Source: an optimization exercise on an open RTL-to-GDS flow (aim: small area). Production flows keep margins and buffers that such runs may drop. At most, simulation tests tie the RTL to the original design; equivalence was not proved. Power is estimated from default activity; no workload was simulated. The flow treats the clock pin as an ideal source, which a real chip does not have.

Design glyph_rain_engine, start of the top module:
module glyph_rain_engine
#(
    parameter int NUM_COLS   = 80,
    parameter int NUM_ROWS   = 40,
    parameter int GLYPH_H    = 12,
    parameter int NUM_GLYPHS = 51
) (
    input  logic        clk,
    input  logic        reset,
    input  logic        frame_tick,
    input  logic        pause,
    input  logic [1:0]  palette_sel,
    input  logic        display_on,
    input  logic [10:0] hpos,
    input  logic [9:0]  vpos,
    output logic [5:0]  glyph_index,
    output logic [2:0]  glyph_x,
    output logic [3:0]  glyph_y,
    input  logic        glyph_pixel,
    output logic [5:0]  rgb,
    output logic        busy,
    output logic        overrun
);
    function automatic logic [5:0] palette_lookup(input logic [1:0] sel, input logic [2:0] idx);
        logic [5:0] c;
        case ({sel, idx})
            5'd0:  c = 6'h04; 5'd1:  c = 6'h04; 5'd2:  c = 6'h08; 5'd3:  c = 6'h08;
            5'd4:  c = 6'h0C; 5'd5:  c = 6'h0C; 5'd6:  c = 6'h1D; 5'd7:  c = 6'h2E;
            5'd8:  c = 6'h10; 5'd9:  c = 6'h10; 5'd10: c = 6'h20; 5'd11: c = 6'h24;
            5'd12: c = 6'h30; 5'd13: c = 6'h34; 5'd14: c = 6'h38; 5'd15: c = 6'h3C;
            5'd16: c = 6'h01; 5'd17: c = 6'h01; 5'd18: c = 6'h02; 5'd19: c = 6'h05;
            5'd20: c = 6'h06; 5'd21: c = 6'h0A; 5'd22: c = 6'h0F; 5'd23: c = 6'h1F;
            5'd24: c = 6'h15; 5'd25: c = 6'h15; 5'd26: c = 6'h15; 5'd27: c = 6'h2A;
            5'd28: c = 6'h2A; 5'd29: c = 6'h2A; 5'd30: c = 6'h2A; default: c = 6'h2A;
        endcase
        palette_lookup = c;
    endfunction
    function automatic logic [15:0] lfsr_next(input logic [15:0] cur);
  ...
For scale: about 2900 cells after synthesis, ~1500 flip-flops, roughly 50 I/O pins, ~41000 um^2 of cells after synthesis.
Settings: LEC_CHECK=0, ABC_AREA=1, CAP_MARGIN=0, CORE_MARGIN=2, CORE_UTILIZATION=65, PLACE_DENSITY=0.7, SLEW_MARGIN=0; clock period 15.0 ns.
standard.sh (not shown) runs the stock make flow with config.mk's settings and CLKGATE_MAP_FILE= SYNTH_SCRIPT=/design/flow/synth_recipe.tcl, a recipe that flattens the netlist after the stock synthesis.
==> flow/flow/run.sh <==
#!/bin/bash
# Layout flow: the standard flow (standard.sh, all ORFS steps) with:
#  - a copy of ORFS's scripts folder in which only abc_area.script is
#    replaced by flow/abc_area.script, an area-oriented ABC mapping script
#    (synthesis is otherwise the standard one: same Yosys passes, same
#    register mapping and names; only the combinational mapping differs);
#  - port buffers of the smallest buffer cell;
#  - clock tree synthesis without dummy loads.
set -euo pipefail
here=$(pwd)
rm -rf "$here/orfs_scripts"
cp -r "$FLOW_HOME/scripts" "$here/orfs_scripts"
cp "$here/flow/abc_area.script" "$here/orfs_scripts/abc_area.script"
bash "$here/standard.sh" \
  "SCRIPTS_DIR=$here/orfs_scripts" \
  ABC_AREA=1 \
  "BUFFER_PORTS_ARGS=-buffer_cell sky130_fd_sc_hd__buf_1" \
  "CTS_ARGS=-sink_clustering_enable -repair_clock_nets -dont_use_dummy_load -sink_clustering_size 28 -sink_clustering_max_diameter 100 -buf_list sky130_fd_sc_hd__clkbuf_16" \
  finish > "$here/standard_make.log" 2>&1
==> flow/flow/abc_area.script <==
&get -n
&st
&dch
&nf -R 1000 -F 8 -A 4 -C 32
&put
Edit:
--- a/flow/design.v
+++ b/flow/design.v
@@ -25,46 +25,23 @@
     input  logic [W-1:0] tail_data    
 );
     logic [W-1:0] ring [NUM_COLS];
     always_ff @(posedge clk) begin
         for (int i = 0; i < NUM_COLS - 1; i++)
             ring[i] <= ring[i + 1];
         ring[NUM_COLS - 1] <= tail_data;
     end
     assign head_data = ring[0];
-    localparam int NG = (NUM_COLS + 2) / 3;
-    logic [NUM_COLS-1:0] sel;
-    logic [W-1:0]        grp [NG];
     always_comb begin
+        rd_data = '0;
         for (int i = 0; i < NUM_COLS; i++)
-            sel[i] = (rd_slot == 7'(i));
-        for (int g = 0; g < NG; g++) begin
-            grp[g] = '0;
-            for (int k = 0; k < 3; k++)
-                if (3 * g + k < NUM_COLS)
-                    grp[g] = grp[g] | (ring[3 * g + k] & {W{sel[3 * g + k]}});
-        end
-    end
-    logic [W-1:0] lvl [6][NG];
-    always_comb begin
-        int n;
-        for (int g = 0; g < NG; g++) lvl[0][g] = grp[g];
-        n = NG;
-        for (int l = 1; l < 6; l++) begin
-            for (int g = 0; g < NG; g++) begin
-                if (2 * g + 1 < n)      lvl[l][g] = lvl[l-1][2*g] | lvl[l-1][2*g+1];
-                else if (2 * g < n)     lvl[l][g] = lvl[l-1][2*g];
-                else                    lvl[l][g] = '0;
-            end
-            n = (n + 1) / 2;
-        end
+            rd_data = rd_data | (ring[i] & {W{rd_slot == 7'(i)}});
     end
-    assign rd_data = lvl[5][0];
 endmodule
 import glyph_rain_pkg::*;
 module glyph_rain_engine
 #(
     parameter int NUM_COLS   = 80,
     parameter int NUM_ROWS   = 40,
     parameter int GLYPH_H    = 12,
     parameter int NUM_GLYPHS = 51
 ) (
@@ -235,18 +212,19 @@
     logic [7:0]  q;
     logic [6:0]  row;
     logic [1:0]  r3;
     logic        cp_lt_ph, cp_lt_kn, pend, cfresh;
     logic [5:0]  ch;
     logic [2:0]  ctr;
     logic [5:0]  csd;
     logic        cz;
     logic [6:0]  pdist;
+    logic [6:0]  pdm1;
     logic        vis;
     always_comb begin
         logic [1:0] r;
         logic [2:0] t;
         q = vpos[9:2];
         r = 2'd0;
         row = '0;
         for (int i = 7; i >= 0; i--) begin
             t = {r, q[i]};
@@ -300,46 +278,49 @@
             3'b010: c = 6'd13; 3'b011: c = 6'd14;
             3'b100: c = 6'd26; 3'b101: c = 6'd27;
             3'b110: c = 6'd39; default: c = 6'd40;
         endcase
         y = {1'b0, sum[5:0]} + {1'b0, c};
         if (y >= 7'd102)     gidx = 6'(y - 7'd102);
         else if (y >= 7'd51) gidx = 6'(y - 7'd51);
         else                 gidx = y[5:0];
     end
-    assign pdist = {1'b0, ch} - row + {6'd0, inc};
+    logic [6:0] rowm1, pd0, pd1;
+    assign rowm1 = row - 7'd1;
+    assign pd0   = {1'b0, ch} - row;
+    assign pd1   = {1'b0, ch} - rowm1;
+    assign pdist = resp ? 7'd0 - row : (inc ? pd1 : pd0);
+    assign pdm1 = pdist - 7'd1;
     assign vis     = display_on && (s1_col < 8'(NUM_COLS)) && (vpos < 10'(NUM_ROWS * GLYPH_H));
     logic [1:0] s2_cls;
     logic [2:0] s2_idx;
     always_ff @(posedge clk or posedge reset) begin
         if (reset) begin
             glyph_index <= '0;
             glyph_x     <= '0;
             glyph_y     <= '0;
             s2_cls      <= '0;
         end else begin
             glyph_index <= gidx;
             glyph_x     <= hpos[2:0];
             glyph_y     <= {r3, vpos[1:0]};
             if (!vis)
                 s2_cls <= 2'd0;
-            else if (resp)
-                s2_cls <= (row == 7'd0) ? 2'd1 : 2'd0;
             else if (pdist == 7'd0)
                 s2_cls <= 2'd1;
             else if (pdist <= 7'd4 + {4'b0000, ctr})
                 s2_cls <= 2'd2;
             else
                 s2_cls <= 2'd0;
         end
     end
     always_ff @(posedge clk) begin
-        s2_idx <= (pdist[6:3] != 4'd0) ? 3'd0 : 3'd0 - pdist[2:0];
+        s2_idx <= 3'd7 - ((pdm1 > 7'd7) ? 3'd7 : pdm1[2:0]);
     end
     always_ff @(posedge clk or posedge reset) begin
         if (reset)
             rgb <= '0;
         else if (!glyph_pixel)
             rgb <= '0;
         else if (s2_cls == 2'd1)
             rgb <= 6'h3F;
         else if (s2_cls == 2'd2)
Effect: The new run ran to the end with no violations. Synthesized cell count rises by 8.9%. Sequential power stays flat. Routed wire length rises by 7.5%. Total power falls by 5.1%. Die area rises by 2.5%. Area after synthesis rises by 2.5%. Clock skew rises by 0.016 ns. Utilization rises by 0.19 points. Worst hold slack gets worse by 0.010 ns. Register-to-register slack gets worse by 0.30 ns. Cell count rises by about 7%. Cell area rises by about 2.7%.
Function not checked in the first run of this note: the RTL went through the layout flow alone.

## afterwards: timing with drivers on the ports
No port has a modelled driver above. Below, the same layouts with a new extraction and two added sets of constraints. Step 1: set_driving_cell puts a clkbuf_16 on clk and a buf_2 on each other input, an assumption about the parent block. Step 2, shift: input delay + t, output delay - t, t = (earliest + latest rising clock arrival at the registers) / 2. This alone moves slack from input paths to output paths. Slacks: no drivers / after step 1 / after step 2; pairs: no drivers / after step 1.
run	shift t [ns]	slack for setup (ns)	clock arrival spread, ns
the first run	0.692	1.457 / 1.489 / 0.797	0.052 / 0.052
the second run	0.722	1.227 / 1.276 / 0.555	0.069 / 0.069
After both steps every run listed still meets setup and hold. The setup slack of the second run, which loses most, moves by +0.049 ns with the drivers and by -0.672 ns with both steps.
